Context: an optimization exercise on an open-source flow, tuned for small area and a short achievable clock period. The choices shown serve that exercise and are no tape-out recipe.
Where RTL was checked, it was by simulation tests only, not by an equivalence proof against the original.
Only the layout flow was run in runs 1 and 2; the RTL was not checked for function there.
Power is estimated from default activity; no workload was simulated.

`flow/run.sh`:
```
#!/bin/bash
# The standard ORFS layout, with two changes:
#  - ports are buffered with the smallest buffer (repair upsizes where timing needs it)
#    instead of the delay buffer buffer_ports picks on its own;
#  - the clock tree uses larger sink clusters of clkbuf_16 leaves and no dummy loads.
set -euo pipefail
export BUFFER_PORTS_ARGS="-buffer_cell sky130_fd_sc_hd__buf_1"
export CTS_ARGS="-sink_clustering_enable -repair_clock_nets -sink_clustering_size 24 -sink_clustering_max_diameter 60 -buf_list {sky130_fd_sc_hd__clkbuf_8 sky130_fd_sc_hd__clkbuf_16} -dont_use_dummy_load"
bash standard.sh synth > synth.log 2>&1
bash standard.sh floorplan > floorplan.log 2>&1
bash standard.sh place > place.log 2>&1
bash standard.sh cts > cts.log 2>&1
bash standard.sh finish > finish.log 2>&1
```
`standard.sh`:
```
#!/bin/bash
# synth_recipe.tcl (not shown) runs the flow's synth.tcl, then flattens the netlist and writes it again
# the make line also repeats each setting of config.mk as NAME=value (left out here)
make -C /OpenROAD-flow-scripts/flow DESIGN_CONFIG=/design/flow/config.mk WORK_HOME=/design/flow/orfs CLKGATE_MAP_FILE= SYNTH_SCRIPT=/design/flow/synth_recipe.tcl "${@:-finish}"
```
`config.mk`:
```
export PLATFORM = sky130hd
export DESIGN_NAME = icap_bitstream_feeder
export DESIGN_NICKNAME = icap_bitstream_feeder
export VERILOG_FILES = /design/flow/design.v
export SDC_FILE = /design/flow/constraint.sdc
export NUM_CORES = 4
export LEC_CHECK = 0
export CAP_MARGIN = 20
export CORE_MARGIN = 2
export CORE_UTILIZATION = 50
export PLACE_DENSITY = 0.62
export SETUP_SLACK_MARGIN = 1.65
export SLEW_MARGIN = 20
```
`constraint.sdc`:
```
create_clock -name core_clock -period 3.8 [get_ports {clk}]
set_input_delay 0.7600 -clock core_clock [delete_from_list [all_inputs] [get_ports {clk}]]
set_output_delay 0.7600 -clock core_clock [all_outputs]
set_load 0.01 [all_outputs]
```
`design.v`:
```
package pr_pkg;
  typedef enum logic [1:0] {
    IDLE  = 2'd0,
    RUN   = 2'd1,
    DRAIN = 2'd2,
    DONE  = 2'd3
  } feeder_state_e;
  localparam int DDR_LINE_BYTES = 64;
  localparam int BEATS_PER_READ = 2;
  localparam int ICAP_W         = 32;
  localparam int DDR_BEAT_W     = 256;
  localparam int WORDS_PER_BEAT = DDR_BEAT_W / ICAP_W;
  function automatic logic [ICAP_W-1:0] bit_rev_bytes(input logic [ICAP_W-1:0] w);
    for (int b = 0; b < ICAP_W / 8; b++) begin
      for (int i = 0; i < 8; i++) begin
        bit_rev_bytes[8*b+i] = w[8*b+7-i];
      end
    end
  endfunction
endpackage
module icap_bitstream_feeder #(
  parameter int FIFO_DEPTH = 8,
  parameter int NUM_W      = 21,
  parameter int BIT_SWAP   = 1
) (
  input  logic                  clk,
  input  logic                  rst,
  input  logic                  i_start,
  input  logic [NUM_W-1:0]      i_num_reads,
  input  logic                  i_abort,
  output logic                  o_ddr_rd,
  input  logic [pr_pkg::DDR_BEAT_W-1:0] i_ddr_data,
  input  logic                  i_ddr_rd_data_valid,
  input  logic                  i_ddr_rd_done,
  output logic                  o_config_buff_full,
  input  logic                  i_icap_hold,
  output logic                  o_icap_csib,
  output logic                  o_icap_rdwrb,
  output logic [pr_pkg::ICAP_W-1:0]     o_icap_data,
  output logic                  o_busy,
  output logic                  o_done,
  output logic                  o_err_ovf,
  output logic [1:0]            o_dbg_state
);
  localparam int NROW  = FIFO_DEPTH + 1;
  localparam int NWORD = pr_pkg::WORDS_PER_BEAT;
  localparam int W     = pr_pkg::ICAP_W;
  localparam int BW    = pr_pkg::DDR_BEAT_W;
  logic [FIFO_DEPTH-1:0] occ_q, occ_d;
  logic [1:0]            state_q, state_d;
  logic [NUM_W-1:0]      rem_q, rem_d;
  logic                  err_ovf_q, err_ovf_d;
  logic [NROW-1:0]       head_q, head_d;
  logic [NROW-1:0]       wr_q, wr_d;
  logic                  ser_idle_q, ser_vld_q, ser_vld_d;
  logic [NWORD-1:0]      idx_q, idx_d;
  logic [NROW-1:0]       rd_row_q, rd_row_d;
  logic [NWORD-1:0]      rd_idx_q, rd_idx_d;
  logic [W-1:0]          word_q, word_d;
  logic [NROW-1:0]       we_q, we_d, keep_q;
  logic [BW-1:0]         mem_q [NROW];
  logic                  run_q, busy_q, done_q, bfull_q, vld_o_q;
  logic run, drain, busy;
  logic flush, push_req, do_push, fifo_empty, fifo_full;
  logic consume, last_word, ser_load, head_free;
  logic [W-1:0] raw_word;
  assign run        = (state_q == 2'd1);
  assign drain      = (state_q == 2'd2);
  assign busy       = run | drain;
  assign flush      = i_abort;
  assign fifo_empty = ~occ_q[0];
  assign fifo_full  = occ_q[FIFO_DEPTH-1];
  assign push_req   = i_ddr_rd_data_valid & busy & ~i_abort;
  assign do_push    = push_req & ~fifo_full;
  assign ser_vld_q  = ~ser_idle_q;
  assign consume    = ser_vld_q & ~i_icap_hold;
  assign last_word  = idx_q[NWORD-1];
  assign head_free  = consume & last_word;
  assign ser_load   = ~fifo_empty & (~ser_vld_q | head_free) & ~flush;
  always_comb begin
    state_d   = state_q;
    rem_d     = rem_q;
    err_ovf_d = err_ovf_q;
    case (state_q)
      2'd0: begin
        if (i_start) begin
          err_ovf_d = 1'b0;
          rem_d     = i_num_reads;
          state_d   = (i_num_reads != '0) ? 2'd1 : 2'd3;
        end
      end
      2'd1: begin
        if (i_ddr_rd_done) begin
          rem_d = rem_q - 1'b1;
          if (rem_q == NUM_W'(1)) state_d = 2'd2;
        end
      end
      2'd2: begin
        if (fifo_empty && !ser_vld_q && !push_req) state_d = 2'd3;
      end
      default: state_d = 2'd0;
    endcase
    if (push_req && fifo_full) err_ovf_d = 1'b1;
    if (i_abort) state_d = 2'd0;
  end
  always_comb begin
    occ_d     = occ_q;
    ser_vld_d = ser_vld_q;
    idx_d     = idx_q;
    head_d    = head_q;
    wr_d      = wr_q;
    if (do_push) wr_d = {wr_q[NROW-2:0], wr_q[NROW-1]};
    if (head_free) head_d = {head_q[NROW-2:0], head_q[NROW-1]};
    case ({do_push, ser_load})
      2'b10:   occ_d = {occ_q[FIFO_DEPTH-2:0], 1'b1};
      2'b01:   occ_d = {1'b0, occ_q[FIFO_DEPTH-1:1]};
      default: occ_d = occ_q;
    endcase
    if (ser_load) begin
      ser_vld_d = 1'b1;
      idx_d     = NWORD'(1);
    end else if (consume) begin
      idx_d = {idx_q[NWORD-2:0], idx_q[NWORD-1]};
      if (last_word) ser_vld_d = 1'b0;
    end
    if (flush) begin
      occ_d     = '0;
      ser_vld_d = 1'b0;
      idx_d     = NWORD'(1);
      head_d    = NROW'(1);
      wr_d      = NROW'(1);
    end
    rd_row_d = (ser_vld_d & idx_d[NWORD-1]) ? {head_d[NROW-2:0], head_d[NROW-1]} : head_d;
    rd_idx_d = ser_vld_d ? {idx_d[NWORD-2:0], idx_d[NWORD-1]} : NWORD'(1);
  end
  always_ff @(posedge clk or posedge rst) begin
    if (rst) begin
      state_q   <= 2'd0;
      err_ovf_q <= 1'b0;
      head_q    <= NROW'(1);
      wr_q      <= NROW'(1);
      occ_q     <= '0;
      ser_idle_q <= 1'b1;
      idx_q     <= NWORD'(1);
      run_q     <= 1'b0;
      busy_q    <= 1'b0;
      done_q    <= 1'b0;
      bfull_q   <= 1'b0;
      vld_o_q   <= 1'b0;
    end else begin
      state_q   <= state_d;
      err_ovf_q <= err_ovf_d;
      head_q    <= head_d;
      wr_q      <= wr_d;
      occ_q     <= occ_d;
      ser_idle_q <= ~ser_vld_d;
      idx_q     <= idx_d;
      run_q     <= (state_d == 2'd1);
      busy_q    <= (state_d == 2'd1) | (state_d == 2'd2);
      done_q    <= (state_d == 2'd3);
      bfull_q   <= occ_d[FIFO_DEPTH-2];
      vld_o_q   <= ser_vld_d;
    end
  end
  always_ff @(posedge clk) begin
    rem_q    <= rem_d;
    rd_row_q <= rd_row_d;
    rd_idx_q <= rd_idx_d;
  end
  assign we_d = wr_d & {NROW{~(occ_d[FIFO_DEPTH-1] & ser_vld_d)}};
  always_ff @(posedge clk) begin
    we_q   <= we_d;
    keep_q <= ~we_d;
  end
  for (genvar r = 0; r < NROW; r++) begin : g_row
    always_ff @(posedge clk) begin
      mem_q[r] <= (i_ddr_data & {BW{we_q[r]}}) | (mem_q[r] & {BW{keep_q[r]}});
    end
  end
  logic [NROW-1:0][W-1:0] row_word;
  for (genvar r = 0; r < NROW; r++) begin : g_rd
    always_comb begin
      row_word[r] = '0;
      for (int k = 0; k < NWORD; k++)
        row_word[r] = row_word[r] | ({W{rd_idx_q[k]}} & mem_q[r][W*k +: W]);
    end
  end
  always_comb begin
    raw_word = '0;
    for (int r = 0; r < NROW; r++) raw_word = raw_word | ({W{rd_row_q[r]}} & row_word[r]);
  end
  logic word_keep, word_load;
  assign word_keep = vld_o_q & i_icap_hold;
  assign word_load = ser_idle_q | ~i_icap_hold;
  assign word_d = (raw_word & {W{word_load}}) | (word_q & {W{word_keep}});
  always_ff @(posedge clk) begin
    word_q <= word_d;
  end
  assign o_icap_data        = (BIT_SWAP != 0) ? pr_pkg::bit_rev_bytes(word_q) : word_q;
  assign o_icap_csib        = ~(vld_o_q & ~i_icap_hold);
  assign o_icap_rdwrb       = 1'b0;
  assign o_ddr_rd           = run_q;
  assign o_config_buff_full = bfull_q;
  assign o_busy             = busy_q;
  assign o_done             = done_q;
  assign o_err_ovf          = err_ovf_q;
  assign o_dbg_state        = state_q;
endmodule
```
==> impl_metrics.prom, run 1 <==
# TYPE chip_impl_metric gauge
chip_impl_metric{name="grt_start_max_net_pins",unit=""} 137
chip_impl_metric{name="dpl-instance-area",unit="mm²"} 0.0896
chip_impl_metric{name="number_of_buffers_created_by_cts",unit=""} 154
chip_impl_metric{name="synthesis_to_layout_area_growth",unit="%"} 10.7
chip_impl_metric{name="synth_cell_types",unit=""} 49
chip_impl_metric{name="fp.dieH",unit="µm"} 422
chip_impl_metric{name="timing.setup.tns",unit="ps"} 0
chip_impl_metric{name="timing_hold_violations_final",unit=""} 0
chip_impl_metric{name="num_io_pins",unit=""} 325
chip_impl_metric{name="filler_cell_count",unit=""} 14539
chip_impl_metric{name="clock_power_share",unit="%"} 31.8
chip_impl_metric{name="arrival",unit="ps"} 3000
chip_impl_metric{name="slew_headroom",unit="%"} 23.3
chip_impl_metric{name="vias_in_the_first_global_route",unit=""} 66429
chip_impl_info{name="path_cells",value="or3_4 -> or3_4 -> o31ai_4 -> a221oi_2 -> or3_4 -> ha_4 -> inv_2"} 1
chip_impl_metric{name="timing.critical_path.required",unit="ps"} 4480
chip_impl_metric{name="grt_util_all_layers",unit="%"} 32.4
chip_impl_metric{name="routed_wirelength",unit="mm"} 310
chip_impl_metric{name="cts-root-to-sink-buffers",unit=""} 3
chip_impl_info{name="largest_delay_share_family_worst_path",value="simple AND/OR/NAND/NOR gates"} 1
chip_impl_metric{name="fmax",unit="GHz"} 0.431
chip_impl_metric{name="synth.avg_cell_area",unit="µm²"} 11.2
chip_impl_metric{name="finalPower",unit="mW"} 49.0
chip_impl_metric{name="yosysSeqAreaShare",unit="%"} 56.4
chip_impl_metric{name="vias",unit=""} 70249
chip_impl_metric{name="synth-edff-count",unit=""} 21
chip_impl_metric{name="seq_area",unit="mm²"} 0.0493
chip_impl_metric{name="floorplan.initialDensity",unit="%"} 50.3
chip_impl_metric{name="placedCellCount",unit=""} 9493
chip_impl_info{name="yosysMostFrequentCell",value="sky130_fd_sc_hd__dfxtp_1"} 1
chip_impl_metric{name="maxCapViolCount",unit=""} 0
chip_impl_metric{name="reg2regPathDepth",unit=""} 7
chip_impl_metric{name="seqPwrFrac",unit="%"} 60.0
chip_impl_metric{name="fp-row-count",unit=""} 153
chip_impl_metric{name="vias_per_cell",unit=""} 7.13
chip_impl_metric{name="fp.dieArea",unit="mm²"} 0.178
chip_impl_metric{name="cp_max_fo",unit=""} 3
chip_impl_metric{name="synth_nets",unit=""} 8055
chip_impl_metric{name="detailed_place_hpwl",unit="mm"} 164
chip_impl_metric{name="path_buf_inv",unit=""} 1
chip_impl_metric{name="synth.ff_latch_count",unit=""} 2434
chip_impl_info{name="ys_top_cells_by_area",value="sky130_fd_sc_hd__dfxtp_1 (54%), sky130_fd_sc_hd__a22o_1 (23%), sky130_fd_sc_hd__a22oi_1 (11%)"} 1
chip_impl_metric{name="chipWidth",unit="µm"} 422
chip_impl_metric{name="cellLeakagePower",unit="nW"} 36.1
chip_impl_metric{name="cell_internal_pwr",unit="mW"} 37.3
chip_impl_info{name="cp_common_cell",value="sky130_fd_sc_hd__or3_4"} 1
chip_impl_info{name="reg2reg_from",value="rem_q[13]$_DFFE_PP_"} 1
chip_impl_metric{name="vdd_ir_drop_max",unit="V"} 0.000418
chip_impl_metric{name="number_of_warnings_printed_during_yosys_synthesis",unit=""} 2
chip_impl_metric{name="post_synth_inst_count",unit=""} 7761
chip_impl_info{name="cts-root-buf",value="sky130_fd_sc_hd__clkbuf_16"} 1
chip_impl_metric{name="antenna_violations_before_repair",unit=""} 62
chip_impl_info{name="synth_largest_area_cell",value="sky130_fd_sc_hd__dfxtp_1"} 1
chip_impl_metric{name="clkSinkCount",unit=""} 2434
chip_impl_metric{name="drc",unit=""} 0
chip_impl_info{name="grt_setup_unrepaired",value="true"} 1
chip_impl_info{name="synthTopCellsByCount",value="sky130_fd_sc_hd__dfxtp_1 (2371), sky130_fd_sc_hd__a22o_1 (2336), sky130_fd_sc_hd__a22oi_1 (1261)"} 1
chip_impl_info{name="r2r_end",value="busy_q$_DFF_PP0_"} 1
chip_impl_metric{name="core_region_area",unit="mm²"} 0.173
chip_impl_metric{name="final_antenna_net_count",unit=""} 0
chip_impl_metric{name="slew_violations",unit=""} 0
chip_impl_metric{name="multi_input_area",unit="mm²"} 0.0345
chip_impl_metric{name="drt-wirelength-per-cell",unit="µm"} 31.5
chip_impl_metric{name="worst_skew_pair.late_latency",unit="ps"} 840
chip_impl_metric{name="port_bufs",unit=""} 323
chip_impl_info{name="capturing_element_type_of_the_critical_path",value="flip-flop"} 1
chip_impl_metric{name="final.period_utilization",unit="%"} 61.1
chip_impl_metric{name="fin_worst_skew",unit="ps"} 80.6
chip_impl_metric{name="sw_frac_of_total",unit="%"} 23.8
chip_impl_metric{name="register_clock_pin_slew_on_the_reported_worst_setup_and_hold_paths",unit="ps"} 80
chip_impl_info{name="timing.critical_path.slowest_stage_cell",value="sky130_fd_sc_hd__or3_4"} 1
chip_impl_info{name="postSynth.topFlopCell",value="sky130_fd_sc_hd__dfxtp_1"} 1
chip_impl_metric{name="power_switching",unit="mW"} 11.7
chip_impl_metric{name="cts_max_level",unit=""} 4
chip_impl_metric{name="grt_overflow",unit=""} 0
chip_impl_metric{name="power.share.combinational",unit="%"} 8.1
chip_impl_metric{name="drtPass1Iterations",unit=""} 9
chip_impl_metric{name="post_layout_nonfiller_instances",unit=""} 9847
chip_impl_metric{name="share_of_layout_cells_above_drive_strength_1",unit="%"} 9.16
chip_impl_metric{name="min_period",unit="ps"} 2320
chip_impl_metric{name="timing.reg2reg.setup_slack",unit="ps"} 1480
chip_impl_metric{name="layout.cell_area.non_filler",unit="mm²"} 0.0965
chip_impl_metric{name="critical-path-max-stage-delay",unit="ps"} 410
chip_impl_metric{name="syn-cell-area",unit="mm²"} 0.0872
chip_impl_info{name="worst-setup-path-type",value="reg -> reg"} 1
chip_impl_info{name="hold_path.class",value="in -> async"} 1
chip_impl_info{name="timing.critical_path.from_type",value="flip-flop"} 1
chip_impl_metric{name="yosys.area.top_type_share",unit="%"} 54.5
chip_impl_info{name="run_status",value="no timing/DRC/antenna violations"} 1
chip_impl_metric{name="final_setup_viols",unit=""} 0
chip_impl_metric{name="worst-slew-pin-transition",unit="ps"} 1150
chip_impl_metric{name="gpl.final_weighted_congestion",unit=""} 0.815
chip_impl_metric{name="power.density_cell_area",unit="mW/mm²"} 508
chip_impl_metric{name="fin_hold_ws",unit="ps"} 193
chip_impl_metric{name="async_reset_ff_share",unit="%"} 1.73
chip_impl_info{name="cts_tree",value="done"} 1
chip_impl_metric{name="grt_first_pass_wirelength",unit="mm"} 446
chip_impl_metric{name="nets",unit=""} 7777
chip_impl_metric{name="dr.first_iter.drc_count",unit=""} 9098
==> final cells by class <==
type                       instances  share of cell area (%)
tap                             2325                    3.01
timing repair buffer             638                    5.90
sequential                      2434                    51.1
multi-input combinational       4242                    35.8
clock buffer                     154                    3.99
antenna                           41                   0.106
inverter                          13                  0.0532
==> per-stage QoR <==
step,utilization [%],setup slack [ps]
2_1_floorplan,-,1160
3_3_place_gp,51.6,945
3_5_place_dp,51.6,924
4_1_cts,54.5,1510
5_1_grt,55.6,1420
6_report,55.6,1480
==> layout by cell type (no fill, tap or decap), types with 15 or more instances in the layout <==
cell type                   instances
sky130_fd_sc_hd__a222oi_1          32
sky130_fd_sc_hd__buf_4            155
sky130_fd_sc_hd__clkbuf_16        173
sky130_fd_sc_hd__buf_16            18
sky130_fd_sc_hd__dfxtp_4           42
sky130_fd_sc_hd__nor2_1            55
sky130_fd_sc_hd__dfxtp_1         2318
sky130_fd_sc_hd__a22oi_2           68
sky130_fd_sc_hd__xnor2_1           15
sky130_fd_sc_hd__buf_6             29
sky130_fd_sc_hd__nand2_1           53
sky130_fd_sc_hd__buf_1            288
sky130_fd_sc_hd__o21ai_0           18
sky130_fd_sc_hd__a22oi_1         1193
sky130_fd_sc_hd__diode_2           41
sky130_fd_sc_hd__buf_2             26
sky130_fd_sc_hd__buf_12            95
sky130_fd_sc_hd__dfrtp_1           37
sky130_fd_sc_hd__edfxtp_1          21
sky130_fd_sc_hd__nand4_1          321
sky130_fd_sc_hd__a21oi_1           43
sky130_fd_sc_hd__a22o_1          2336
==> worst register-to-register path, cell delays in order, from the launching register on <==
cell	delay, ps
sky130_fd_sc_hd__edfxtp_1	390
sky130_fd_sc_hd__or3_4	410
sky130_fd_sc_hd__or3_4	370
sky130_fd_sc_hd__o31ai_4	230
sky130_fd_sc_hd__a221oi_2	110
sky130_fd_sc_hd__or3_4	410
sky130_fd_sc_hd__ha_4	270
sky130_fd_sc_hd__inv_2	30
==> repair_timing <==
item | 4_1_cts | 5_1_grt
buffers inserted | 62 | 71
endpoints found under the hold margin | 0 | 0
gates resized for setup | 100 | 146
pin swaps | 20 | 96
cloned | 6 | 20
setup endpoints to repair | 119 | 75
hold buffers | 0 | 0
==> metal layers <==
metal	wire [µm]	global-route usage (%)	share of wire [%]
met4	11100	12.2	3.6
met5	185	0	0.060
met1	132000	46.3	43
met2	136000	49.2	44
met3	30700	5.38	9.9
==> cells by family after synthesis <==
| family | count (synthesis) | synth area share, % |
|---|---|---|
| xor+xnor | 17 | 0.171 |
| buf+inv | 1089 | 4.70 |
| mux | 9 | 0.115 |
| fa+ha+maj | 10 | 0.144 |
| flops | 2434 | 56.4 |
| other cells | 1 | 0.00430 |
| compound gates | 3705 | 35.2 |
| simple gates | 496 | 3.27 |
==> power groups by stage <==
stage | Sequential (mW) | Combinational (mW) | Clock [mW]
floorplan | 29.5 | 2.98 | 0
global placement | 29.8 | 3.70 | 0
detailed placement | 29.9 | 3.82 | 0
CTS | 29.3 | 3.91 | 15.8
finish | 29.4 | 3.98 | 15.6
global route | 29.7 | 4.30 | 16.7
==> registers in the layout, summed over array words and instances, names as in the netlist, 9 cells and up <==
signal and count:
mem_q 2304, word_q 32, rem_q 21, head_q 9
keep_q 9, rd_row_q 9, we_q 9, wr_q 9
==> how the worst max path moves through the flow <==
stage                               startpoint                  end  slack [ps]  cells after the start
final                      rem_q[13]$_DFFE_PP_     busy_q$_DFF_PP0_        1480                      7
after global routing       rem_q[10]$_DFFE_PP_  rem_q[17]$_DFFE_PP_        1420                      7
after CTS                 state_q[0]$_DFF_PP0_       o_dbg_state[0]        1510                      3
after detailed placement           i_icap_hold      we_q[0]$_DFF_P_         920                     10
after global placement             i_icap_hold      we_q[5]$_DFF_P_         950                     10
after floorplan                        i_abort      we_q[8]$_DFF_P_        1160                     12
==> run 2: changes to the inputs <==
--- a/design.v
+++ b/design.v
@@ -56,16 +56,25 @@
   logic [NWORD-1:0]      idx_q, idx_d;
   logic [NROW-1:0]       rd_row_q, rd_row_d;
-  logic [NWORD-1:0]      rd_idx_q, rd_idx_d;
+  logic [NWORD-1:0]      rd_idx_d;
+  localparam int RGRP  = 3;
+  localparam int NGRP  = (NROW + RGRP - 1) / RGRP;
+  logic [NGRP-1:0][NWORD-1:0] rd_sel_q, rd_sel_d;
   logic [W-1:0]          word_q, word_d;
   logic [NROW-1:0]       we_q, we_d, keep_q;
   logic [BW-1:0]         mem_q [NROW];
   logic                  run_q, busy_q, done_q, bfull_q, vld_o_q;
+  logic                  nbusy_q;
+  logic [1:0]            nstate_q;
+  logic [1:0]            st;
+  logic                  rem1_q, rem1_d;
+  logic [NUM_W-1:0]      rem_dec;
   logic run, drain, busy;
   logic flush, push_req, do_push, fifo_empty, fifo_full;
   logic consume, last_word, ser_load, head_free;
   logic [W-1:0] raw_word;
-  assign run        = (state_q == 2'd1);
-  assign drain      = (state_q == 2'd2);
-  assign busy       = run | drain;
+  assign st         = ~nstate_q;
+  assign run        = (st == 2'd1);
+  assign drain      = (st == 2'd2);
+  assign busy       = ~nbusy_q;
   assign flush      = i_abort;
   assign fifo_empty = ~occ_q[0];
@@ -79,12 +88,18 @@
   assign ser_load   = ~fifo_empty & (~ser_vld_q | head_free) & ~flush;
   always_comb begin
-    state_d   = state_q;
+    for (int i = 0; i < NUM_W; i++)
+      rem_dec[i] = rem_q[i] ^ ~|(rem_q & NUM_W'((64'd1 << i) - 1));
+  end
+  always_comb begin
+    state_d   = st;
     rem_d     = rem_q;
     err_ovf_d = err_ovf_q;
-    case (state_q)
+    rem1_d    = rem1_q;
+    case (st)
       2'd0: begin
         if (i_start) begin
           err_ovf_d = 1'b0;
           rem_d     = i_num_reads;
+          rem1_d    = (i_num_reads == NUM_W'(1));
           state_d   = (i_num_reads != '0) ? 2'd1 : 2'd3;
         end
@@ -92,6 +107,7 @@
       2'd1: begin
         if (i_ddr_rd_done) begin
-          rem_d = rem_q - 1'b1;
-          if (rem_q == NUM_W'(1)) state_d = 2'd2;
+          rem_d  = rem_dec;
+          rem1_d = (rem_q == NUM_W'(2));
+          if (rem1_q) state_d = 2'd2;
         end
       end
@@ -133,4 +149,9 @@
     rd_row_d = (ser_vld_d & idx_d[NWORD-1]) ? {head_d[NROW-2:0], head_d[NROW-1]} : head_d;
     rd_idx_d = ser_vld_d ? {idx_d[NWORD-2:0], idx_d[NWORD-1]} : NWORD'(1);
+    for (int g = 0; g < NGRP; g++) begin
+      rd_sel_d[g] = '0;
+      for (int i = 0; i < RGRP; i++)
+        if (g*RGRP + i < NROW && rd_row_d[g*RGRP + i]) rd_sel_d[g] = rd_idx_d;
+    end
   end
   always_ff @(posedge clk or posedge rst) begin
@@ -148,4 +169,6 @@
       bfull_q   <= 1'b0;
       vld_o_q   <= 1'b0;
+      nbusy_q   <= 1'b1;
+      nstate_q  <= 2'b11;
     end else begin
       state_q   <= state_d;
@@ -161,12 +184,15 @@
       bfull_q   <= occ_d[FIFO_DEPTH-2];
       vld_o_q   <= ser_vld_d;
+      nbusy_q   <= ~((state_d == 2'd1) | (state_d == 2'd2));
+      nstate_q  <= ~state_d;
     end
   end
   always_ff @(posedge clk) begin
     rem_q    <= rem_d;
+    rem1_q   <= rem1_d;
     rd_row_q <= rd_row_d;
-    rd_idx_q <= rd_idx_d;
-  end
-  assign we_d = wr_d & {NROW{~(occ_d[FIFO_DEPTH-1] & ser_vld_d)}};
+    rd_sel_q <= rd_sel_d;
+  end
+  assign we_d = wr_d & ~(head_d & {NROW{ser_vld_d}});
   always_ff @(posedge clk) begin
     we_q   <= we_d;
@@ -183,5 +209,5 @@
       row_word[r] = '0;
       for (int k = 0; k < NWORD; k++)
-        row_word[r] = row_word[r] | ({W{rd_idx_q[k]}} & mem_q[r][W*k +: W]);
+        row_word[r] = row_word[r] | ({W{rd_sel_q[r/RGRP][k]}} & mem_q[r][W*k +: W]);
     end
   end
--- a/flow/run.sh
+++ b/flow/run.sh
@@ -6,5 +6,5 @@
 set -euo pipefail
 export BUFFER_PORTS_ARGS="-buffer_cell sky130_fd_sc_hd__buf_1"
-export CTS_ARGS="-sink_clustering_enable -repair_clock_nets -sink_clustering_size 24 -sink_clustering_max_diameter 60 -buf_list {sky130_fd_sc_hd__clkbuf_8 sky130_fd_sc_hd__clkbuf_16} -dont_use_dummy_load"
+export CTS_ARGS="-sink_clustering_enable -repair_clock_nets -sink_clustering_size 30 -sink_clustering_max_diameter 65 -buf_list {sky130_fd_sc_hd__clkbuf_8 sky130_fd_sc_hd__clkbuf_16} -dont_use_dummy_load"
 bash standard.sh synth > synth.log 2>&1
 bash standard.sh floorplan > floorplan.log 2>&1
--- a/config.mk
+++ b/config.mk
@@ -10,4 +10,4 @@
 export CORE_UTILIZATION = 50
 export PLACE_DENSITY = 0.62
-export SETUP_SLACK_MARGIN = 1.65
+export SETUP_SLACK_MARGIN = 1.55
 export SLEW_MARGIN = 20
==> run 2 against run 1 <==
Sequential cell count is 20 higher. Sequential share of layout area rose by 1.4 points. Worst setup slack better by 29 ps.
==> impl_metrics.prom, run 2 <==
# TYPE chip_impl_metric gauge
chip_impl_metric{name="final_antenna_net_count",unit=""} 0
chip_impl_info{name="grt_setup_unrepaired",value="true"} 1
chip_impl_metric{name="vias_in_the_first_global_route",unit=""} 66797
chip_impl_metric{name="synth.avg_cell_area",unit="µm²"} 11.2
chip_impl_metric{name="timing.setup.tns",unit="ps"} 0
chip_impl_metric{name="core_region_area",unit="mm²"} 0.174
chip_impl_info{name="run_status",value="no timing/DRC/antenna violations"} 1
chip_impl_metric{name="sw_frac_of_total",unit="%"} 23.7
chip_impl_metric{name="yosysSeqAreaShare",unit="%"} 56.5
chip_impl_metric{name="register_clock_pin_slew_on_the_reported_worst_setup_and_hold_paths",unit="ps"} 100
chip_impl_info{name="hold_path.class",value="in -> async"} 1
chip_impl_metric{name="chipWidth",unit="µm"} 423
chip_impl_metric{name="antenna_violations_before_repair",unit=""} 44
chip_impl_metric{name="final.period_utilization",unit="%"} 60.3
chip_impl_metric{name="worst-slew-pin-transition",unit="ps"} 1430
chip_impl_metric{name="dpl-instance-area",unit="mm²"} 0.0901
chip_impl_metric{name="fp.dieH",unit="µm"} 423
chip_impl_metric{name="critical-path-max-stage-delay",unit="ps"} 530
chip_impl_metric{name="multi_input_area",unit="mm²"} 0.0343
chip_impl_metric{name="timing_hold_violations_final",unit=""} 0
chip_impl_metric{name="share_of_layout_cells_above_drive_strength_1",unit="%"} 6.29
chip_impl_metric{name="drt-wirelength-per-cell",unit="µm"} 34.0
chip_impl_metric{name="final_setup_viols",unit=""} 0
chip_impl_info{name="largest_register",value="mem_q"} 1
chip_impl_metric{name="nets",unit=""} 7723
chip_impl_metric{name="timing.critical_path.required",unit="ps"} 4470
chip_impl_info{name="worst-setup-path-type",value="reg -> reg"} 1
chip_impl_metric{name="slew_headroom",unit="%"} 4.85
chip_impl_metric{name="reg2regPathDepth",unit=""} 6
chip_impl_info{name="layout_common_cells",value="sky130_fd_sc_hd__dfxtp_1 (2333), sky130_fd_sc_hd__a22o_1 (2311), sky130_fd_sc_hd__a22oi_1 (1254)"} 1
chip_impl_metric{name="seq_area",unit="mm²"} 0.0498
chip_impl_info{name="capturing_element_type_of_the_critical_path",value="flip-flop"} 1
chip_impl_metric{name="cell_internal_pwr",unit="mW"} 36.1
chip_impl_info{name="cts-root-buf",value="sky130_fd_sc_hd__clkbuf_16"} 1
chip_impl_metric{name="power_switching",unit="mW"} 11.2
chip_impl_metric{name="layout.cell_area.non_filler",unit="mm²"} 0.0948
chip_impl_metric{name="maxCapViolCount",unit=""} 0
chip_impl_metric{name="number_of_warnings_printed_during_yosys_synthesis",unit=""} 2
chip_impl_metric{name="async_reset_ff_share",unit="%"} 1.83
chip_impl_metric{name="vias",unit=""} 71461
chip_impl_metric{name="grt_first_pass_wirelength",unit="mm"} 471
chip_impl_metric{name="finish.utilization",unit="%"} 54.4
chip_impl_metric{name="synth-edff-count",unit=""} 22
chip_impl_metric{name="yosys.area.top_type_share",unit="%"} 54.4
chip_impl_metric{name="min_period",unit="ps"} 2290
chip_impl_metric{name="drtPass1Iterations",unit=""} 7
chip_impl_metric{name="power.density_cell_area",unit="mW/mm²"} 499
chip_impl_info{name="yosysMostFrequentCell",value="sky130_fd_sc_hd__dfxtp_1"} 1
chip_impl_metric{name="finalPower",unit="mW"} 47.3
chip_impl_metric{name="clkSinkCount",unit=""} 2454
chip_impl_metric{name="timing.reg2reg.setup_slack",unit="ps"} 1510
chip_impl_metric{name="dr.first_iter.drc_count",unit=""} 9574
chip_impl_metric{name="syn-cell-area",unit="mm²"} 0.0878
chip_impl_metric{name="synth_cell_types",unit=""} 48
chip_impl_metric{name="clock_power_share",unit="%"} 31.7
chip_impl_metric{name="fin_worst_skew",unit="ps"} 58.3
chip_impl_metric{name="fp-row-count",unit=""} 153
chip_impl_info{name="cts_tree",value="done"} 1
chip_impl_metric{name="worst_skew_pair.late_latency",unit="ps"} 830
chip_impl_metric{name="fmax",unit="GHz"} 0.436
chip_impl_metric{name="synth_nets",unit=""} 8126
chip_impl_metric{name="power.share.combinational",unit="%"} 7.1
chip_impl_info{name="timing.critical_path.from_type",value="flip-flop"} 1
chip_impl_metric{name="detailed_place_hpwl",unit="mm"} 177
chip_impl_metric{name="drc",unit=""} 0
chip_impl_info{name="r2r_end",value="word_q[19]$_DFF_P_"} 1
chip_impl_info{name="path_cells",value="buf_12 -> a22oi_1 -> nand4_1 -> a222oi_1 -> and4_1 -> o21ai_0"} 1
chip_impl_metric{name="floorplan.initialDensity",unit="%"} 50.4
chip_impl_metric{name="number_of_buffers_created_by_cts",unit=""} 141
chip_impl_metric{name="path_buf_inv",unit=""} 1
chip_impl_metric{name="grt_start_max_net_pins",unit=""} 186
chip_impl_metric{name="path_depth",unit=""} 6
chip_impl_info{name="synth_largest_area_cell",value="sky130_fd_sc_hd__dfxtp_1"} 1
chip_impl_metric{name="synthesis_to_layout_area_growth",unit="%"} 7.92
chip_impl_info{name="crit_path_start",value="rd_sel_q[12]$_DFF_P_"} 1
chip_impl_metric{name="cellLeakagePower",unit="nW"} 35.0
chip_impl_metric{name="cts.hold.buffers_added",unit=""} 0
chip_impl_info{name="worst_setup_path_endpoint",value="word_q[19]$_DFF_P_"} 1
chip_impl_info{name="synthTopCellsByCount",value="sky130_fd_sc_hd__dfxtp_1 (2387), sky130_fd_sc_hd__a22o_1 (2311), sky130_fd_sc_hd__a22oi_1 (1255)"} 1
chip_impl_metric{name="cts_max_level",unit=""} 4
chip_impl_metric{name="fp.dieArea",unit="mm²"} 0.179
chip_impl_info{name="timing.critical_path.slowest_stage_cell",value="sky130_fd_sc_hd__a222oi_1"} 1
chip_impl_metric{name="vias_per_cell",unit=""} 7.31
chip_impl_info{name="ys_top_cells_by_area",value="sky130_fd_sc_hd__dfxtp_1 (54%), sky130_fd_sc_hd__a22o_1 (23%), sky130_fd_sc_hd__a22oi_1 (11%)"} 1
chip_impl_metric{name="grt_util_all_layers",unit="%"} 34.9
chip_impl_metric{name="seqPwrFrac",unit="%"} 61.1
chip_impl_metric{name="synth.ff_latch_count",unit=""} 2454
chip_impl_info{name="mostFrequentLayoutCell",value="sky130_fd_sc_hd__dfxtp_1"} 1
chip_impl_metric{name="routed_wirelength",unit="mm"} 332
chip_impl_metric{name="cp_max_fo",unit=""} 42
chip_impl_metric{name="gpl.final_weighted_congestion",unit=""} 0.835
chip_impl_metric{name="cts-root-to-sink-buffers",unit=""} 3
chip_impl_metric{name="post_synth_inst_count",unit=""} 7832
chip_impl_metric{name="filler_cell_count",unit=""} 14867
chip_impl_metric{name="largest_register_ffs",unit=""} 2304
chip_impl_metric{name="fin_hold_ws",unit="ps"} 64.7
chip_impl_metric{name="slew_violations",unit=""} 0
chip_impl_metric{name="grt_overflow",unit=""} 0
chip_impl_info{name="reg2reg_from",value="rd_sel_q[12]$_DFF_P_"} 1
chip_impl_metric{name="vdd_ir_drop_max",unit="V"} 0.000420
chip_impl_info{name="postSynth.topFlopCell",value="sky130_fd_sc_hd__dfxtp_1"} 1
chip_impl_info{name="layout_top_registers",value="mem_q x2304, word_q x32, rd_sel_q x24"} 1
chip_impl_metric{name="port_bufs",unit=""} 323
chip_impl_info{name="largest_delay_share_family_worst_path",value="compound AO/OA/AOI/OAI gates"} 1
chip_impl_metric{name="num_io_pins",unit=""} 325
chip_impl_metric{name="arrival",unit="ps"} 2970
==> run 2: cell count changes after synthesis, moves of 8 or more <==
cell                       delta
sky130_fd_sc_hd__nand2_1     +63
sky130_fd_sc_hd__dfxtp_1     +16
sky130_fd_sc_hd__and4_1      +33
sky130_fd_sc_hd__clkbuf_1    -41
sky130_fd_sc_hd__a22o_1      -25
sky130_fd_sc_hd__o21ai_0     +44
sky130_fd_sc_hd__nand4_1     -32
sky130_fd_sc_hd__a21oi_1     -23
sky130_fd_sc_hd__buf_1       +41
sky130_fd_sc_hd__nor2_1       -8
==> run 2: how the worst min path moves through the flow <==
| stage | from | end | slack, ps | depth (start not counted) |
|---|---|---|---|---|
| after global placement | word_q[29]$_DFF_P_ | word_q[29]$_DFF_P_ | 440 | 2 |
| after global routing | rst | head_q[2]$_DFF_PP0_ | 120 | 2 |
| after floorplan | mem_q[8][0]$_DFF_P_ | mem_q[8][0]$_DFF_P_ | 440 | 1 |
| final | rst | head_q[2]$_DFF_PP0_ | 60 | 2 |
| after detailed placement | word_q[15]$_DFF_P_ | word_q[15]$_DFF_P_ | 450 | 2 |
| after CTS | rst | head_q[6]$_DFF_PP0_ | 150 | 2 |
==> run 2: cells by family (layout without fill, tap and decap cells) <==
| logic type | Yosys count | in the layout | share of synthesized area [%] |
|---|---|---|---|
| AND/OR/NAND/NOR | 556 | 556 | 3.61 |
| flip-flops | 2454 | 2454 | 56.5 |
| other | 1 | 20 | 0.00427 |
| buffers and inverters | 1089 | 684 | 4.66 |
| adder cells (fa/ha/maj) | 10 | 10 | 0.142 |
| AO/OA/AOI/OAI | 3696 | 3696 | 34.8 |
| XOR/XNOR | 14 | 14 | 0.140 |
| multiplexers | 12 | 12 | 0.142 |
==> run 2: routing by layer <==
| metal | part of all wire (%) | global-route usage (%) |
|---|---|---|
| met1 | 41 | 49.6 |
| met2 | 43 | 52.1 |
| met3 | 12 | 7.77 |
| met4 | 3.6 | 11.9 |
| met5 | 0.075 | 0 |
==> run 2: layout make-up <==
class / count / share of cell area [%]
antenna: 19 / 0.0502
timing repair buffer: 530 / 4.38
clock buffer: 141 / 3.72
inverter: 13 / 0.0541
multi-input combinational: 4289 / 36.2
sequential: 2454 / 52.5
tap: 2325 / 3.07
==> run 2: per-stage QoR <==
| stage | std cells | setup slack, ps |
|---|---|---|
| 2_1_floorplan | 7832 | 1550 |
| 3_3_place_gp | 9547 | 796 |
| 3_5_place_dp | 9547 | 776 |
| 4_1_cts | 9713 | 1550 |
| 5_1_grt | 9757 | 1400 |
| 6_report | 9771 | 1510 |
==> run 2: power by group through the flow <==
stage                     combinational [mW]  sequential [mW]  clock, mW
after floorplan                         2.48             29.1          0
after global placement                  3.22             29.4          0
after detailed placement                3.30             29.4          0
after CTS                               3.33             28.9       15.1
after global routing                    3.62             29.1       16.0
final                                   3.37             28.9       15.0
==> run 2: what timing repair did <==
action / 4_1_cts / 5_1_grt
setup endpoints to repair: 79 / 67
pin swaps: 6 / 10
setup buffers: 25 / 38
gates resized for setup: 21 / 23
==> run 3: changes to the inputs <==
--- a/design.v
+++ b/design.v
@@ -53,5 +53,5 @@
   logic [NROW-1:0]       head_q, head_d;
   logic [NROW-1:0]       wr_q, wr_d;
-  logic                  ser_idle_q, ser_vld_q, ser_vld_d;
+  logic                  ser_vld_q, ser_vld_d;
   logic [NWORD-1:0]      idx_q, idx_d;
   logic [NROW-1:0]       rd_row_q, rd_row_d;
@@ -63,4 +63,5 @@
   logic [NROW-1:0]       we_q, we_d, keep_q;
   logic [BW-1:0]         mem_q [NROW];
+  logic                  vld_o_d;
   logic                  run_q, busy_q, done_q, bfull_q, vld_o_q;
   logic                  nbusy_q;
@@ -82,5 +83,4 @@
   assign push_req   = i_ddr_rd_data_valid & busy & ~i_abort;
   assign do_push    = push_req & ~fifo_full;
-  assign ser_vld_q  = ~ser_idle_q;
   assign consume    = ser_vld_q & ~i_icap_hold;
   assign last_word  = idx_q[NWORD-1];
@@ -147,12 +147,35 @@
       wr_d      = NROW'(1);
     end
-    rd_row_d = (ser_vld_d & idx_d[NWORD-1]) ? {head_d[NROW-2:0], head_d[NROW-1]} : head_d;
-    rd_idx_d = ser_vld_d ? {idx_d[NWORD-2:0], idx_d[NWORD-1]} : NWORD'(1);
+  end
+  logic [NROW-1:0]  head_rot, head_go, wr_sel, blk_hold, blk_go;
+  logic             vld_go;
+  logic             hold_all;
+  logic [NROW-1:0]  rd_row_adv;
+  logic [NGRP-1:0][NWORD-1:0] rd_sel_adv, rd_sel_init;
+  assign head_rot = {head_q[NROW-2:0], head_q[NROW-1]};
+  assign vld_go   = (~fifo_empty & (~ser_vld_q | last_word)) | (ser_vld_q & ~last_word);
+  assign head_go  = (ser_vld_q & last_word) ? head_rot : head_q;
+  assign hold_all = ser_vld_q & i_icap_hold;
+  assign vld_o_d  = ~flush & (i_icap_hold ? (ser_vld_q | ~fifo_empty) : vld_go);
+  always_comb begin
+    if (!ser_vld_q) begin
+      rd_row_adv = head_q;
+      rd_idx_d   = fifo_empty ? NWORD'(1) : NWORD'(2);
+    end else if (!last_word) begin
+      rd_row_adv = idx_q[NWORD-2] ? head_rot : head_q;
+      rd_idx_d   = {idx_q[NWORD-3:0], idx_q[NWORD-1:NWORD-2]};
+    end else begin
+      rd_row_adv = head_rot;
+      rd_idx_d   = fifo_empty ? NWORD'(1) : NWORD'(2);
+    end
     for (int g = 0; g < NGRP; g++) begin
-      rd_sel_d[g] = '0;
+      rd_sel_adv[g]  = '0;
+      rd_sel_init[g] = (g == 0) ? NWORD'(1) : '0;
       for (int i = 0; i < RGRP; i++)
-        if (g*RGRP + i < NROW && rd_row_d[g*RGRP + i]) rd_sel_d[g] = rd_idx_d;
-    end
-  end
+        if (g*RGRP + i < NROW && rd_row_adv[g*RGRP + i]) rd_sel_adv[g] = rd_idx_d;
+    end
+  end
+  assign rd_row_d = flush ? NROW'(1) : hold_all ? rd_row_q : rd_row_adv;
+  assign rd_sel_d = flush ? rd_sel_init : hold_all ? rd_sel_q : rd_sel_adv;
   always_ff @(posedge clk or posedge rst) begin
     if (rst) begin
@@ -162,5 +185,5 @@
       wr_q      <= NROW'(1);
       occ_q     <= '0;
-      ser_idle_q <= 1'b1;
+      ser_vld_q <= 1'b0;
       idx_q     <= NWORD'(1);
       run_q     <= 1'b0;
@@ -177,5 +200,5 @@
       wr_q      <= wr_d;
       occ_q     <= occ_d;
-      ser_idle_q <= ~ser_vld_d;
+      ser_vld_q <= ser_vld_d;
       idx_q     <= idx_d;
       run_q     <= (state_d == 2'd1);
@@ -183,5 +206,5 @@
       done_q    <= (state_d == 2'd3);
       bfull_q   <= occ_d[FIFO_DEPTH-2];
-      vld_o_q   <= ser_vld_d;
+      vld_o_q   <= vld_o_d;
       nbusy_q   <= ~((state_d == 2'd1) | (state_d == 2'd2));
       nstate_q  <= ~state_d;
@@ -194,5 +217,8 @@
     rd_sel_q <= rd_sel_d;
   end
-  assign we_d = wr_d & ~(head_d & {NROW{ser_vld_d}});
+  assign wr_sel   = (i_ddr_rd_data_valid & busy & ~fifo_full) ? {wr_q[NROW-2:0], wr_q[NROW-1]} : wr_q;
+  assign blk_hold = head_q & {NROW{ser_vld_q | ~fifo_empty}};
+  assign blk_go   = head_go & {NROW{vld_go}};
+  assign we_d     = flush ? NROW'(1) : wr_sel & ~(i_icap_hold ? blk_hold : blk_go);
   always_ff @(posedge clk) begin
     we_q   <= we_d;
@@ -218,5 +244,5 @@
   logic word_keep, word_load;
   assign word_keep = vld_o_q & i_icap_hold;
-  assign word_load = ser_idle_q | ~i_icap_hold;
+  assign word_load = ~ser_vld_q | ~i_icap_hold;
   assign word_d = (raw_word & {W{word_load}}) | (word_q & {W{word_keep}});
   always_ff @(posedge clk) begin
==> run 3 against run 2 <==
Final cell count increased by 0.38%. Clock skew increased by 5.7 ps. Largest power group unchanged. Sequential power up 7.6%. Clock power is essentially flat. Worst hold slack lost 2.2 ps. Highest routed layer unchanged. Critical path depth unchanged.
==> impl_metrics.prom, run 3 <==
# TYPE chip_impl_metric gauge
chip_impl_metric{name="synth_nets",unit=""} 8223
chip_impl_metric{name="finish.utilization",unit="%"} 53.5
chip_impl_metric{name="dpl-instance-area",unit="mm²"} 0.0903
chip_impl_metric{name="register_clock_pin_slew_on_the_reported_worst_setup_and_hold_paths",unit="ps"} 80
chip_impl_metric{name="number_of_buffers_created_by_cts",unit=""} 140
chip_impl_metric{name="dr.first_iter.drc_count",unit=""} 10251
chip_impl_metric{name="yosysSeqAreaShare",unit="%"} 55.7
chip_impl_metric{name="fp.dieH",unit="µm"} 426
chip_impl_metric{name="drc",unit=""} 0
chip_impl_metric{name="timing.reg2reg.setup_slack",unit="ps"} 1570
chip_impl_metric{name="worst-slew-pin-transition",unit="ps"} 1320
chip_impl_metric{name="share_of_layout_cells_above_drive_strength_1",unit="%"} 5.49
chip_impl_info{name="worst-setup-path-type",value="reg -> reg"} 1
chip_impl_metric{name="layout.cell_area.non_filler",unit="mm²"} 0.0945
chip_impl_metric{name="syn-cell-area",unit="mm²"} 0.0889
chip_impl_metric{name="synth.ff_latch_count",unit=""} 2454
chip_impl_metric{name="synth-edff-count",unit=""} 22
chip_impl_metric{name="number_of_warnings_printed_during_yosys_synthesis",unit=""} 2
chip_impl_metric{name="synth_cell_types",unit=""} 52
chip_impl_info{name="hold_path.class",value="in -> async"} 1
chip_impl_metric{name="vias_per_cell",unit=""} 7.37
chip_impl_info{name="mostFrequentLayoutCell",value="sky130_fd_sc_hd__dfxtp_1"} 1
chip_impl_info{name="grt_setup_unrepaired",value="false"} 1
chip_impl_metric{name="multi_input_area",unit="mm²"} 0.0345
chip_impl_info{name="postSynth.topFlopCell",value="sky130_fd_sc_hd__dfxtp_1"} 1
chip_impl_info{name="cts_tree",value="done"} 1
chip_impl_metric{name="nets",unit=""} 7747
chip_impl_info{name="layout_common_cells",value="sky130_fd_sc_hd__dfxtp_1 (2328), sky130_fd_sc_hd__a22o_1 (2305), sky130_fd_sc_hd__a22oi_1 (1252)"} 1
chip_impl_info{name="synth_largest_area_cell",value="sky130_fd_sc_hd__dfxtp_1"} 1
chip_impl_metric{name="grt_first_pass_wirelength",unit="mm"} 479
chip_impl_metric{name="worst_skew_pair.late_latency",unit="ps"} 840
chip_impl_metric{name="fmax",unit="GHz"} 0.448
chip_impl_metric{name="drtPass1Iterations",unit=""} 7
chip_impl_metric{name="synthesis_to_layout_area_growth",unit="%"} 6.26
chip_impl_metric{name="largest_register_ffs",unit=""} 2304
chip_impl_metric{name="filler_cell_count",unit=""} 15218
chip_impl_metric{name="slew_headroom",unit="%"} 11.8
chip_impl_metric{name="yosys.area.top_type_share",unit="%"} 53.7
chip_impl_metric{name="chipWidth",unit="µm"} 426
chip_impl_metric{name="cts_max_level",unit=""} 4
chip_impl_metric{name="cts.hold.buffers_added",unit=""} 0
chip_impl_info{name="capturing_element_type_of_the_critical_path",value="flip-flop"} 1
chip_impl_metric{name="grt_start_max_net_pins",unit=""} 189
chip_impl_metric{name="port_bufs",unit=""} 323
chip_impl_metric{name="core_region_area",unit="mm²"} 0.176
chip_impl_metric{name="drt-wirelength-per-cell",unit="µm"} 34.0
chip_impl_metric{name="detailed_place_hpwl",unit="mm"} 179
chip_impl_info{name="ys_top_cells_by_area",value="sky130_fd_sc_hd__dfxtp_1 (54%), sky130_fd_sc_hd__a22o_1 (23%), sky130_fd_sc_hd__a22oi_1 (11%)"} 1
chip_impl_metric{name="vias_in_the_first_global_route",unit=""} 67660
chip_impl_info{name="synthTopCellsByCount",value="sky130_fd_sc_hd__dfxtp_1 (2387), sky130_fd_sc_hd__a22o_1 (2305), sky130_fd_sc_hd__a22oi_1 (1252)"} 1
chip_impl_info{name="cts-root-buf",value="sky130_fd_sc_hd__clkbuf_16"} 1
chip_impl_metric{name="cellLeakagePower",unit="nW"} 35.3
chip_impl_metric{name="floorplan.initialDensity",unit="%"} 50.4
chip_impl_info{name="timing.critical_path.from_type",value="flip-flop"} 1
chip_impl_metric{name="fp-row-count",unit=""} 154
chip_impl_metric{name="cts-root-to-sink-buffers",unit=""} 3
chip_impl_metric{name="maxCapViolCount",unit=""} 0
chip_impl_metric{name="vias",unit=""} 72260
chip_impl_metric{name="timing.critical_path.required",unit="ps"} 4530
chip_impl_metric{name="clkSinkCount",unit=""} 2454
chip_impl_metric{name="fin_hold_ws",unit="ps"} 62.5
chip_impl_metric{name="antenna_violations_before_repair",unit=""} 44
chip_impl_metric{name="final_antenna_net_count",unit=""} 0
chip_impl_info{name="largest_register",value="mem_q"} 1
chip_impl_metric{name="final.period_utilization",unit="%"} 58.8
chip_impl_metric{name="post_synth_inst_count",unit=""} 7929
chip_impl_metric{name="grt_overflow",unit=""} 0
chip_impl_metric{name="power.density_cell_area",unit="mW/mm²"} 540
chip_impl_metric{name="synth.avg_cell_area",unit="µm²"} 11.2
chip_impl_metric{name="num_io_pins",unit=""} 325
chip_impl_metric{name="routed_wirelength",unit="mm"} 333
chip_impl_metric{name="grt_util_all_layers",unit="%"} 35.0
chip_impl_metric{name="timing_hold_violations_final",unit=""} 0
chip_impl_info{name="run_status",value="no timing/DRC/antenna violations"} 1
chip_impl_info{name="reg2reg_from",value="rd_sel_q[13]$_SDFFE_PP0N_"} 1
chip_impl_metric{name="async_reset_ff_share",unit="%"} 1.83
chip_impl_metric{name="fin_worst_skew",unit="ps"} 64.0
chip_impl_metric{name="slew_violations",unit=""} 0
chip_impl_metric{name="final_setup_viols",unit=""} 0
chip_impl_metric{name="vdd_ir_drop_max",unit="V"} 0.000338
chip_impl_metric{name="fp.dieArea",unit="mm²"} 0.181
chip_impl_info{name="layout_top_registers",value="mem_q x2304, word_q x32, rd_sel_q x24"} 1
chip_impl_metric{name="gpl.final_weighted_congestion",unit=""} 0.836
chip_impl_metric{name="min_period",unit="ps"} 2230
chip_impl_metric{name="cp_max_fo",unit=""} 29
chip_impl_info{name="crit_path_start",value="rd_sel_q[13]$_SDFFE_PP0N_"} 1
chip_impl_metric{name="timing.setup.tns",unit="ps"} 0
chip_impl_info{name="yosysMostFrequentCell",value="sky130_fd_sc_hd__dfxtp_1"} 1
chip_impl_metric{name="seq_area",unit="mm²"} 0.0498
chip_impl_metric{name="arrival",unit="ps"} 2960
[run 3: changes by cell type after synthesis, sizes merged, moves of 12 or more]
cell	previous run	this run
a2bb2oi	0	32
and3	0	32
and4	33	0
buf	362	473
clkbuf	714	631
inv	12	32
nor2	50	38
o21ai	63	91
[run 3: logic make-up after synthesis]
logic type      after synthesis  synth area share (%)
other cells                   1               0.00422
flops                      2454                  55.7
fa+ha+maj                    10                 0.141
buf+inv                    1136                  5.54
compound gates             3780                  35.0
mux                           1                0.0127
xor+xnor                     14                 0.138
simple gates                533                  3.40
[run 3: stage by stage]
step / std cells / power, mW / worst slack (ps)
after floorplan: 7929 / 34.8 / 1560
after global placement: 9625 / 36.2 / 1120
after detailed placement: 9625 / 36.4 / 1100
after CTS: 9783 / 51.0 / 1550
after global routing: 9798 / 52.8 / 1550
final: 9808 / 51.0 / 1570
[run 3: final timing paths]
path / endpoint / depth (start not counted)
min reg2reg: mem_q[8][56]$_DFF_P_ / 1
min in group core_clock: rem_q[7]$_DFFE_PP_ / 3
min: occ_q[6]$_DFFE_PP0P_ / 2
max in group asynchronous: occ_q[0]$_DFFE_PP0P_ / 2
max reg2reg: word_q[19]$_DFF_P_ / 6
max: word_q[19]$_DFF_P_ / 6
[run 3: metal layers]
metal / share of wire (%) / track usage (%) / routed length [µm]
met1: 42 / 50.1 / 141000
met2: 42 / 51.3 / 141000
met3: 11 / 7.98 / 37400
met4: 4.2 / 13.3 / 13900
met5: 0.095 / 0 / 317
[run 3: what timing repair did]
item                                    4_1_cts  5_1_grt
pin swaps                                     1        1
gates resized for setup                      21       10
endpoints found under the setup margin       69       38
buffers inserted                             18        8
[run 3: power breakdown]
part / internal [mW] / total, mW / switching [mW]
sequential: 29.1 / 31.1 / 1.98
combinational: 2.72 / 4.95 / 2.23
clock: 6.57 / 15.0 / 8.40
total: 38.4 / 51.0 / 12.6
[run 3: cell type report]
class                   count  area share, %
well taps                2340           3.10
multi-input cells        4339           36.5
diodes                     17         0.0450
clock buffers             140           3.71
flip-flops and latches   2454           52.7
inverters                  32          0.128
repair buffers            486           3.83
[run 3: worst max-delay path: stages, from the launching register on]
cell,delay [ps]
sky130_fd_sc_hd__dfxtp_4,890
sky130_fd_sc_hd__buf_4,440
sky130_fd_sc_hd__a22oi_1,140
sky130_fd_sc_hd__nand4_1,150
sky130_fd_sc_hd__a22oi_1,120
sky130_fd_sc_hd__and3_1,250
sky130_fd_sc_hd__o21ai_1,110
==> run 4: changes to the inputs <==
--- a/config.mk
+++ b/config.mk
@@ -8,6 +8,6 @@
 export CAP_MARGIN = 20
 export CORE_MARGIN = 2
-export CORE_UTILIZATION = 50
-export PLACE_DENSITY = 0.62
-export SETUP_SLACK_MARGIN = 1.55
+export CORE_UTILIZATION = 58
+export PLACE_DENSITY = 0.72
+export SETUP_SLACK_MARGIN = 1.75
 export SLEW_MARGIN = 20
==> run 4 against run 3 <==
Worst setup slack gained 110 ps. Final area rose by 1.4%. Core utilization is 9.5 points higher. Fmax increased by 5.1%. Critical path type is now reg -> out.
==> impl_metrics.prom, run 4 <==
# TYPE chip_impl_metric gauge
chip_impl_metric{name="vias_per_cell",unit=""} 7.77
chip_impl_info{name="path_cells",value="buf_6"} 1
chip_impl_metric{name="vias",unit=""} 74767
chip_impl_metric{name="synthSimpleGateAreaFrac",unit="%"} 3.40
chip_impl_info{name="capturing_element_type_of_the_critical_path",value="output pin"} 1
chip_impl_metric{name="drtPass1Iterations",unit=""} 6
chip_impl_metric{name="floorplan.initialDensity",unit="%"} 58.5
chip_impl_info{name="cts-root-buf",value="sky130_fd_sc_hd__clkbuf_16"} 1
chip_impl_metric{name="cp_max_fo",unit=""} 2
chip_impl_metric{name="multi_input_area",unit="mm²"} 0.0346
chip_impl_metric{name="async_reset_ff_share",unit="%"} 1.83
chip_impl_metric{name="synth_compound_area_share",unit="%"} 35.0
chip_impl_metric{name="synthesis_to_layout_area_growth",unit="%"} 7.73
chip_impl_metric{name="min_period",unit="ps"} 2120
chip_impl_metric{name="post_synth_inst_count",unit=""} 7929
chip_impl_info{name="hold_path.class",value="in -> async"} 1
chip_impl_metric{name="cts.hold.buffers_added",unit=""} 0
chip_impl_metric{name="cts-root-to-sink-buffers",unit=""} 3
chip_impl_metric{name="num_io_pins",unit=""} 325
chip_impl_metric{name="grt_overflow",unit=""} 0
chip_impl_info{name="layout_common_cells",value="sky130_fd_sc_hd__a22o_1 (2305), sky130_fd_sc_hd__dfxtp_1 (2305), sky130_fd_sc_hd__a22oi_1 (1249)"} 1
chip_impl_metric{name="layout.cell_area.non_filler",unit="mm²"} 0.0958
chip_impl_metric{name="grt_util_all_layers",unit="%"} 41.0
chip_impl_info{name="layout_top_registers",value="mem_q x2304, word_q x32, rd_sel_q x24"} 1
chip_impl_metric{name="timing.setup.tns",unit="ps"} 0
chip_impl_metric{name="register_clock_pin_slew_on_the_reported_worst_setup_and_hold_paths",unit="ps"} 90
chip_impl_metric{name="final_antenna_net_count",unit=""} 0
chip_impl_info{name="dominant_combinational_cell_family_by_area_after_synthesis",value="compound AO/OA/AOI/OAI gates"} 1
chip_impl_metric{name="power.density_cell_area",unit="mW/mm²"} 533
chip_impl_metric{name="yosysSeqAreaShare",unit="%"} 55.7
chip_impl_metric{name="drt-wirelength-per-cell",unit="µm"} 35.3
chip_impl_metric{name="fmax",unit="GHz"} 0.471
chip_impl_metric{name="syn-cell-area",unit="mm²"} 0.0889
chip_impl_metric{name="core_region_area",unit="mm²"} 0.152
chip_impl_metric{name="drc",unit=""} 0
chip_impl_info{name="yosysMostFrequentCell",value="sky130_fd_sc_hd__dfxtp_1"} 1
chip_impl_metric{name="filler_cell_count",unit=""} 11778
chip_impl_metric{name="yosys.area.top_type_share",unit="%"} 53.7
chip_impl_metric{name="timing.reg2reg.setup_slack",unit="ps"} 1690
chip_impl_metric{name="nets",unit=""} 7859
chip_impl_metric{name="fp.dieH",unit="µm"} 396
chip_impl_metric{name="antenna_violations_before_repair",unit=""} 54
chip_impl_metric{name="placedCellCount",unit=""} 9317
chip_impl_metric{name="path_buf_inv",unit=""} 1
chip_impl_metric{name="final_ws_setup",unit="ps"} 1680
chip_impl_metric{name="dr.first_iter.drc_count",unit=""} 11460
chip_impl_metric{name="grt_first_pass_wirelength",unit="mm"} 482
chip_impl_metric{name="cellLeakagePower",unit="nW"} 36.2
chip_impl_metric{name="number_of_buffers_created_by_cts",unit=""} 138
chip_impl_info{name="postSynth.topFlopCell",value="sky130_fd_sc_hd__dfxtp_1"} 1
chip_impl_metric{name="worst-slew-pin-transition",unit="ps"} 1280
chip_impl_info{name="synth_largest_area_cell",value="sky130_fd_sc_hd__dfxtp_1"} 1
chip_impl_metric{name="synth.avg_cell_area",unit="µm²"} 11.2
chip_impl_metric{name="final.period_utilization",unit="%"} 55.9
chip_impl_metric{name="arrival",unit="ps"} 1360
chip_impl_metric{name="timing_hold_violations_final",unit=""} 0
chip_impl_metric{name="critical-path-max-stage-delay",unit="ps"} 420
chip_impl_info{name="ys_top_cells_by_area",value="sky130_fd_sc_hd__dfxtp_1 (54%), sky130_fd_sc_hd__a22o_1 (23%), sky130_fd_sc_hd__a22oi_1 (11%)"} 1
chip_impl_info{name="largest_register",value="mem_q"} 1
chip_impl_metric{name="cts_max_level",unit=""} 4
chip_impl_info{name="timing.critical_path.slowest_stage_cell",value="sky130_fd_sc_hd__dfxtp_4"} 1
chip_impl_metric{name="slew_headroom",unit="%"} 14.5
chip_impl_metric{name="vdd_ir_drop_max",unit="V"} 0.000565
chip_impl_metric{name="final_setup_viols",unit=""} 0
chip_impl_metric{name="number_of_warnings_printed_during_yosys_synthesis",unit=""} 2
chip_impl_metric{name="fp.dieArea",unit="mm²"} 0.156
chip_impl_metric{name="maxCapViolCount",unit=""} 0
chip_impl_metric{name="seq_area",unit="mm²"} 0.0499
chip_impl_metric{name="synth-edff-count",unit=""} 22
chip_impl_metric{name="chipWidth",unit="µm"} 396
chip_impl_metric{name="fin_worst_skew",unit="ps"} 72.4
chip_impl_metric{name="synth.ff_latch_count",unit=""} 2454
chip_impl_metric{name="dpl-instance-area",unit="mm²"} 0.0899
chip_impl_info{name="timing.critical_path.from_type",value="flip-flop"} 1
chip_impl_metric{name="fp-row-count",unit=""} 143
chip_impl_info{name="largest_delay_share_family_worst_path",value="flip-flops"} 1
chip_impl_metric{name="gpl.final_weighted_congestion",unit=""} 0.863
chip_impl_metric{name="dp_worst_slack",unit="ps"} 1230
chip_impl_info{name="cts_tree",value="done"} 1
chip_impl_metric{name="synth_adder_area_share",unit="%"} 0.141
chip_impl_metric{name="routed_wirelength",unit="mm"} 340
chip_impl_metric{name="largest_register_ffs",unit=""} 2304
chip_impl_info{name="grt_setup_unrepaired",value="true"} 1
chip_impl_metric{name="synth_xor_xnor_area_share",unit="%"} 0.138
chip_impl_metric{name="share_of_layout_cells_above_drive_strength_1",unit="%"} 7.77
chip_impl_metric{name="port_bufs",unit=""} 323
chip_impl_metric{name="grt_start_max_net_pins",unit=""} 163
chip_impl_info{name="run_status",value="no timing/DRC/antenna violations"} 1
chip_impl_info{name="worst-setup-path-type",value="reg -> out"} 1
chip_impl_metric{name="detailed_place_hpwl",unit="mm"} 172
chip_impl_metric{name="clkSinkCount",unit=""} 2454
chip_impl_metric{name="vias_in_the_first_global_route",unit=""} 68440
chip_impl_metric{name="muxShareOfSynthArea",unit="%"} 0.0127
chip_impl_metric{name="worst_skew_pair.late_latency",unit="ps"} 840
chip_impl_metric{name="timing.critical_path.required",unit="ps"} 3040
chip_impl_info{name="synthTopCellsByCount",value="sky130_fd_sc_hd__dfxtp_1 (2387), sky130_fd_sc_hd__a22o_1 (2305), sky130_fd_sc_hd__a22oi_1 (1252)"} 1
chip_impl_metric{name="synth_cell_types",unit=""} 52
chip_impl_metric{name="synth_nets",unit=""} 8223
chip_impl_metric{name="slew_violations",unit=""} 0
chip_impl_metric{name="post_layout_nonfiller_instances",unit=""} 9619
run 4: metrics by stage:
step                      hold WS [ps]  utilization (%)  power [mW]
final                              172             63.0        51.1
after detailed placement           453             59.1        36.4
after global placement             452             59.1        36.1
after global routing               228             63.0        52.7
after CTS                          172             62.3        50.7
after floorplan                    440                -        34.8
run 4: final cells by class:
type / count / share of cell area (%)
Tap cell: 2030 / 2.65
Multi-Input combinational cell: 4339 / 36.2
Timing Repair Buffer: 600 / 5.37
Antenna cell: 26 / 0.0679
Inverter: 32 / 0.125
Clock buffer: 138 / 3.60
Sequential cell: 2454 / 52.0
run 4: cells by family after synthesis:
kind of cell,after synthesis
compound gates,3780
fa+ha+maj,10
mux,1
flops,2454
simple gates,533
buf+inv,1136
other cells,1
xor+xnor,14
run 4: final timing paths:
kind / from / to / cells past startpoint
max: word_q[21]$_DFF_P_ / o_icap_data[18] / 1
min: rst / occ_q[3]$_DFFE_PP0P_ / 2
max reg2reg: rd_row_q[8]$_SDFFE_PP0N_ / word_q[0]$_DFF_P_ / 4
min reg2reg: mem_q[8][224]$_DFF_P_ / mem_q[8][224]$_DFF_P_ / 1
max in group asynchronous: rst / occ_q[0]$_DFFE_PP0P_ / 2
min in group core_clock: i_num_reads[10] / rem_q[10]$_DFFE_PP_ / 3
run 4: timing repair:
action | in CTS | in global routing
buffers inserted | 56 | 78
setup endpoints to repair | 128 | 91
gates cloned | 0 | 3
pin swaps | 4 | 17
resized for setup | 138 | 38
endpoints found under the hold margin | 0 | 0
run 4: power breakdown:
| part | total (mW) | switching, mW | internal, mW |
|---|---|---|---|
| clock | 14.8 | 8.35 | 6.48 |
| combinational | 5.05 | 2.23 | 2.81 |
| sequential | 31.2 | 2.06 | 29.1 |
| total | 51.1 | 12.6 | 38.4 |
run 4: metal layers:
layer | global-route usage (%) | part of all wire [%] | vias to the layer above
li1 | - | - | 30389
met1 | 57.1 | 38 | 37022
met2 | 57.6 | 41 | 6138
met3 | 13.6 | 16 | 1146
met4 | 18.4 | 5.3 | 72
met5 | 0 | 0.18 | -

afterwards: timing with drivers on the ports:
The results above use ideal ports. As a check the final layouts listed here were re-extracted and re-timed, cells and wires unchanged.
Step 1 sets driving cells, clkbuf_16 on the clock port and buf_2 on the other inputs (assumed; they add their load-dependent delay and slew).
Step 2 moves the port delays by t, midway between the first and last clock arrival at a register: inputs arrive t later, outputs are due t later. That takes back most of the time a late clock gives input paths.
Three values: ideal ports, drivers, drivers and shift; two values: the first two.
run	t, ns	slack for setup (ns)	worst hold slack (ns)	clock arrival spread, ns
run 1	0.893	1.479 / 1.426 / 1.114	0.193 / 0.119 / 0.472	0.083 / 0.083
run 2	0.891	1.508 / 1.508 / 0.868	0.065 / -0.006 / 0.467	0.075 / 0.076
run 3	0.891	1.567 / 1.488 / 1.182	0.062 / -0.006 / 0.471	0.066 / 0.065
run 4	0.897	1.675 / 1.584 / 1.264	0.172 / 0.100 / 0.475	0.079 / 0.079
After both steps every run listed still meets setup and hold. For run 2, which loses most, drivers alone change the setup slack by 0.000 ns; drivers and shift together by -0.640 ns.
